Background: an optimization exercise with open tools, aiming at small area. Do not read the settings as production practice.
At most, simulation tests tie the RTL to the original design; equivalence was not proved.
Power figures rest on the tool's default switching activity, not on a simulated workload.

==> trial 39 <==
Design register_file, start of the top module:
module register_file #(
  parameter int DATA_WIDTH  = register_file_pkg::DATA_WIDTH,
  parameter int ADDR_WIDTH  = register_file_pkg::ADDR_WIDTH,
  parameter bit ZERO_REG_EN = 1'b1,
  parameter bit BYPASS_EN   = 1'b0
) (
  input  logic                  clk,
  input  logic                  rst,
  input  logic [ADDR_WIDTH-1:0] read1,
  input  logic [ADDR_WIDTH-1:0] read2,
  input  logic [ADDR_WIDTH-1:0] write_register,
  input  logic                  WEn,
  input  logic [DATA_WIDTH-1:0] Write_data,
  output logic [DATA_WIDTH-1:0] Data1,
  output logic [DATA_WIDTH-1:0] Data2
);
  localparam int DEPTH = 1 << ADDR_WIDTH;
  logic [DEPTH-1:0][DATA_WIDTH-1:0] mem;
  logic                  wr_fire;
  logic                  byp_valid;
  assign wr_fire   = WEn && !(ZERO_REG_EN && (write_register == ADDR_WIDTH'(register_file_pkg::ZERO_REG)));
  assign byp_valid = BYPASS_EN && WEn && !rst;
  always_ff @(posedge clk or posedge rst) begin
    if (rst) begin
      for (int i = 0; i < DEPTH; i++) begin
        mem[i] <= '0;
      end
    end else if (wr_fire) begin
      mem[write_register] <= Write_data;
    end
  end
  regfile_read_port #(
    .DATA_WIDTH (DATA_WIDTH),
    .ADDR_WIDTH (ADDR_WIDTH),
    .DEPTH      (DEPTH),
    .ZERO_REG_EN(ZERO_REG_EN)
  ) u_port1 (
    .addr     (read1),
    .entries  (mem),
    .byp_valid(byp_valid),
    .byp_addr (write_register),
    .byp_data (Write_data),
    .data     (Data1)
  );
  regfile_read_port #(
  ...
==> module regfile_read_port, before the edit <==
module regfile_read_port #(
  parameter int DATA_WIDTH  = register_file_pkg::DATA_WIDTH,
  parameter int ADDR_WIDTH  = register_file_pkg::ADDR_WIDTH,
  parameter int DEPTH       = 1 << ADDR_WIDTH,
  parameter bit ZERO_REG_EN = 1'b1
) (
  input  logic [ADDR_WIDTH-1:0] addr,
  input  logic [DEPTH-1:0][DATA_WIDTH-1:0] entries,
  input  logic                  byp_valid,
  input  logic [ADDR_WIDTH-1:0] byp_addr,
  input  logic [DATA_WIDTH-1:0] byp_data,
  output logic [DATA_WIDTH-1:0] data
);
  always_comb begin
    data = entries[addr];
    if (ZERO_REG_EN && (addr == ADDR_WIDTH'(register_file_pkg::ZERO_REG))) begin
      data = '0;
    end else if (byp_valid && (addr == byp_addr)) begin
      data = byp_data;
    end
  end
endmodule
==> module register_file, before the edit <==
module register_file #(
  parameter int DATA_WIDTH  = register_file_pkg::DATA_WIDTH,
  parameter int ADDR_WIDTH  = register_file_pkg::ADDR_WIDTH,
  parameter bit ZERO_REG_EN = 1'b1,
  parameter bit BYPASS_EN   = 1'b0
) (
  input  logic                  clk,
  input  logic                  rst,
  input  logic [ADDR_WIDTH-1:0] read1,
  input  logic [ADDR_WIDTH-1:0] read2,
  input  logic [ADDR_WIDTH-1:0] write_register,
  input  logic                  WEn,
  input  logic [DATA_WIDTH-1:0] Write_data,
  output logic [DATA_WIDTH-1:0] Data1,
  output logic [DATA_WIDTH-1:0] Data2
);
  localparam int DEPTH = 1 << ADDR_WIDTH;
  logic [DEPTH-1:0][DATA_WIDTH-1:0] mem;
  logic                  wr_fire;
  logic                  byp_valid;
  assign wr_fire   = WEn && !(ZERO_REG_EN && (write_register == ADDR_WIDTH'(register_file_pkg::ZERO_REG)));
  assign byp_valid = BYPASS_EN && WEn && !rst;
  always_ff @(posedge clk or posedge rst) begin
    if (rst) begin
      for (int i = 0; i < DEPTH; i++) begin
        mem[i] <= '0;
      end
    end else if (wr_fire) begin
      mem[write_register] <= Write_data;
    end
  end
  regfile_read_port #(
    .DATA_WIDTH (DATA_WIDTH),
    .ADDR_WIDTH (ADDR_WIDTH),
    .DEPTH      (DEPTH),
    .ZERO_REG_EN(ZERO_REG_EN)
  ) u_port1 (
    .addr     (read1),
    .entries  (mem),
    .byp_valid(byp_valid),
    .byp_addr (write_register),
    .byp_data (Write_data),
    .data     (Data1)
  );
  regfile_read_port #(
    .DATA_WIDTH (DATA_WIDTH),
    .ADDR_WIDTH (ADDR_WIDTH),
    .DEPTH      (DEPTH),
    .ZERO_REG_EN(ZERO_REG_EN)
  ) u_port2 (
    .addr     (read2),
    .entries  (mem),
    .byp_valid(byp_valid),
    .byp_addr (write_register),
    .byp_data (Write_data),
    .data     (Data2)
  );
endmodule
export LEC_CHECK = 0
export CAP_MARGIN = 20
export CORE_MARGIN = 2
export CORE_UTILIZATION = 40
export SLEW_MARGIN = 20
create_clock -name core_clock -period 6.0 [get_ports {clk}]
run.sh (not shown) runs the stock make flow with config.mk's settings and CLKGATE_MAP_FILE= SYNTH_SCRIPT=/design/flow/synth_recipe.tcl, a recipe that flattens the netlist after the stock synthesis.
==> trial 52 (differences from trial 39) <==
==> flow/design.v (replaced) <==
package register_file_pkg;
  localparam int DATA_WIDTH = 64;
  localparam int ADDR_WIDTH = 5;
  localparam int ZERO_REG   = 0;
  typedef logic [ADDR_WIDTH-1:0] reg_addr_t;
  typedef logic [DATA_WIDTH-1:0] reg_data_t;
endpackage
module rf_aoi222 (
  input  logic a0, b0, a1, b1, a2, b2,
  output logic y
);
  assign y = ~((a0 & b0) | (a1 & b1) | (a2 & b2));
endmodule
module rf_ao22 (
  input  logic a0, b0, a1, b1,
  output logic y
);
  assign y = (a0 & b0) | (a1 & b1);
endmodule
module rf_nand2 (
  input  logic a, b,
  output logic y
);
  assign y = ~(a & b);
endmodule
module rf_nand3 (
  input  logic a, b, c,
  output logic y
);
  assign y = ~(a & b & c);
endmodule
module rf_nand4 (
  input  logic a, b, c, d,
  output logic y
);
  assign y = ~(a & b & c & d);
endmodule
module rf_or3 (
  input  logic a, b, c,
  output logic y
);
  assign y = a | b | c;
endmodule
module rf_read_bit (
  input  logic [31:1] sel,
  input  logic [31:1] d,
  output logic        y
);
  logic [10:0] g;
  logic [2:0]  h;
  for (genvar k = 0; k < 10; k++) begin : g_aoi
    rf_aoi222 u_aoi (
      .a0(sel[3*k+1]), .b0(d[3*k+1]),
      .a1(sel[3*k+2]), .b1(d[3*k+2]),
      .a2(sel[3*k+3]), .b2(d[3*k+3]),
      .y (g[k])
    );
  end
  rf_nand2 u_last (.a(sel[31]), .b(d[31]), .y(g[10]));
  rf_nand4 u_n0 (.a(g[0]), .b(g[1]), .c(g[2]), .d(g[3]), .y(h[0]));
  rf_nand4 u_n1 (.a(g[4]), .b(g[5]), .c(g[6]), .d(g[7]), .y(h[1]));
  rf_nand3 u_n2 (.a(g[8]), .b(g[9]), .c(g[10]), .y(h[2]));
  rf_or3   u_o  (.a(h[0]), .b(h[1]), .c(h[2]), .y(y));
endmodule
module regfile_read_port #(
  parameter int DATA_WIDTH = register_file_pkg::DATA_WIDTH,
  parameter int ADDR_WIDTH = register_file_pkg::ADDR_WIDTH,
  parameter int DEPTH      = 1 << ADDR_WIDTH
) (
  input  logic [ADDR_WIDTH-1:0]            addr,
  input  logic [DEPTH-1:1][DATA_WIDTH-1:0] entries,
  input  logic [DEPTH-1:1]                 valid,
  output logic [DATA_WIDTH-1:0]            data
);
  logic [DEPTH-1:1]                 sel;
  logic [DATA_WIDTH-1:0][DEPTH-1:1] column;
  always_comb begin
    for (int i = 1; i < DEPTH; i++) begin
      sel[i] = valid[i] && (addr == ADDR_WIDTH'(i));
    end
  end
  always_comb begin
    for (int b = 0; b < DATA_WIDTH; b++) begin
      for (int i = 1; i < DEPTH; i++) begin
        column[b][i] = entries[i][b];
      end
    end
  end
  for (genvar b = 0; b < DATA_WIDTH; b++) begin : g_bit
    rf_read_bit u_bit (
      .sel(sel),
      .d  (column[b]),
      .y  (data[b])
    );
  end
endmodule
module register_file #(
  parameter int DATA_WIDTH = register_file_pkg::DATA_WIDTH,
  parameter int ADDR_WIDTH = register_file_pkg::ADDR_WIDTH
) (
  input  logic                  clk,
  input  logic                  rst,
  input  logic [ADDR_WIDTH-1:0] read1,
  input  logic [ADDR_WIDTH-1:0] read2,
  input  logic [ADDR_WIDTH-1:0] write_register,
  input  logic                  WEn,
  input  logic [DATA_WIDTH-1:0] Write_data,
  output logic [DATA_WIDTH-1:0] Data1,
  output logic [DATA_WIDTH-1:0] Data2
);
  localparam int DEPTH = 1 << ADDR_WIDTH;
  logic [DEPTH-1:1][DATA_WIDTH-1:0] mem;
  logic [DEPTH-1:1][DATA_WIDTH-1:0] mem_next;
  logic [DEPTH-1:1]                 valid;
  logic [DEPTH-1:1]                 wr_en;
  logic [DEPTH-1:1]                 hold;
  always_comb begin
    for (int i = 1; i < DEPTH; i++) begin
      wr_en[i] = WEn && (write_register == ADDR_WIDTH'(i));
    end
  end
  assign hold = ~wr_en;
  always_ff @(posedge clk or posedge rst) begin
    if (rst) begin
      valid <= '0;
    end else begin
      valid <= valid | wr_en;
    end
  end
  for (genvar i = 1; i < DEPTH; i++) begin : g_entry
    for (genvar b = 0; b < DATA_WIDTH; b++) begin : g_bit
      rf_ao22 u_next (
        .a0(mem[i][b]),     .b0(hold[i]),
        .a1(Write_data[b]), .b1(wr_en[i]),
        .y (mem_next[i][b])
      );
    end
  end
  always_ff @(posedge clk) begin
    mem <= mem_next;
  end
  regfile_read_port #(
    .DATA_WIDTH(DATA_WIDTH),
    .ADDR_WIDTH(ADDR_WIDTH),
    .DEPTH     (DEPTH)
  ) u_port1 (
    .addr   (read1),
    .entries(mem),
    .valid  (valid),
    .data   (Data1)
  );
  regfile_read_port #(
    .DATA_WIDTH(DATA_WIDTH),
    .ADDR_WIDTH(ADDR_WIDTH),
    .DEPTH     (DEPTH)
  ) u_port2 (
    .addr   (read2),
    .entries(mem),
    .valid  (valid),
    .data   (Data2)
  );
endmodule
==> flow/flow/run.sh (new file) <==
#!/bin/bash
# Own layout flow: the standard ORFS flow (standard.sh), with two changes:
#  - the input and output ports are buffered with sky130_fd_sc_hd__buf_1 instead of the
#    resizer's default pick (a slow delay buffer);
#  - clock tree synthesis uses clkbuf_8 with small sink clusters and no dummy loads.
# Every tool's output goes to flow_make.log here; ORFS's per-step logs stay under orfs/logs.
set -euo pipefail
export BUFFER_PORTS_ARGS="-buffer_cell sky130_fd_sc_hd__buf_1"
export CTS_ARGS="-sink_clustering_enable -repair_clock_nets -dont_use_dummy_load -buf_list sky130_fd_sc_hd__clkbuf_8 -sink_clustering_size 12 -sink_clustering_max_diameter 45"
bash standard.sh finish > flow_make.log 2>&1
==> flow/standard.sh (new file) <==
#!/bin/bash
# synth_recipe.tcl (not shown) runs the flow's synth.tcl, then flattens the netlist and writes it again
# the make line also repeats each setting of config.mk as NAME=value (left out here)
make -C /OpenROAD-flow-scripts/flow DESIGN_CONFIG=/design/flow/config.mk WORK_HOME=/design/flow/orfs CLKGATE_MAP_FILE= SYNTH_SCRIPT=/design/flow/synth_recipe.tcl "${@:-finish}"
Settings changed: ABC_CLOCK_PERIOD_IN_PS from default to 6000, PLACE_DENSITY from default to 0.5, SYNTH_HIERARCHICAL from default to 1, SYNTH_MINIMUM_KEEP_SIZE from default to 0.
removed: flow/run.sh
==> flow_summary.yaml <==
status:
  status: "timing/DRC/antenna clean"
synth:
  synthAdderAreaFrac_pct: 0.0232
layout:
  nClkBuffers: 333
setup_path:
  cp.arrival_ns: 4.20
floorplan:
  die_h_um: 524
pwr:
  comb_power_share_pct: 24.1
clocking:
  path_clk_slew_ns: 0.06
the above is filed under trial 39

==> flow_summary.yaml <==
synth:
  synthAdderAreaFrac_pct: 0
status:
  status: "timing/DRC/antenna clean"
layout:
  nClkBuffers: 286
clocking:
  numCtsBuffers: 286
  path_clk_slew_ns: 0.07
grt:
  grt_use_met1_pct: 54.3
placement:
  io_buffer_count: 209
setup_path:
  cp.arrival_ns: 4.50
pwr:
  comb_power_share_pct: 13.8
the above is filed under trial 52

The RTL of trial 39 was laid out without a check of its function.

==> re-timing with driven ports <==
How much do the figures lean on ideal ports? The routed layouts below were timed once more, with nothing changed but the port constraints.
Step 1 (the two cells are an assumption about what drives the block):
set clk [get_ports {clk}]
set_driving_cell -lib_cell sky130_fd_sc_hd__clkbuf_16 $clk
set_driving_cell -lib_cell sky130_fd_sc_hd__buf_2 [delete_from_list [all_inputs] $clk]
Step 2 times the ports against the registers' clock, not the clock port: input delays grow and output delays shrink by t, the midpoint of the rising clock arrivals with the driver on.
Three values: ideal, step 1, step 2; two values: the first two.
run | t (ns) | setup WS [ns] | worst setup path after step 2 | worst data-port slew with drivers (ns)
trial 39 | 0.983 | 0.599 / 0.549 / 0.549 | input to output | 0.23
trial 52 | 1.165 | 0.305 / 0.279 / 0.279 | input to output | 0.09
After both steps every run listed still meets setup and hold. The setup slack of trial 39, which loses most, moves by -0.050 ns with the drivers and by -0.050 ns with both steps.
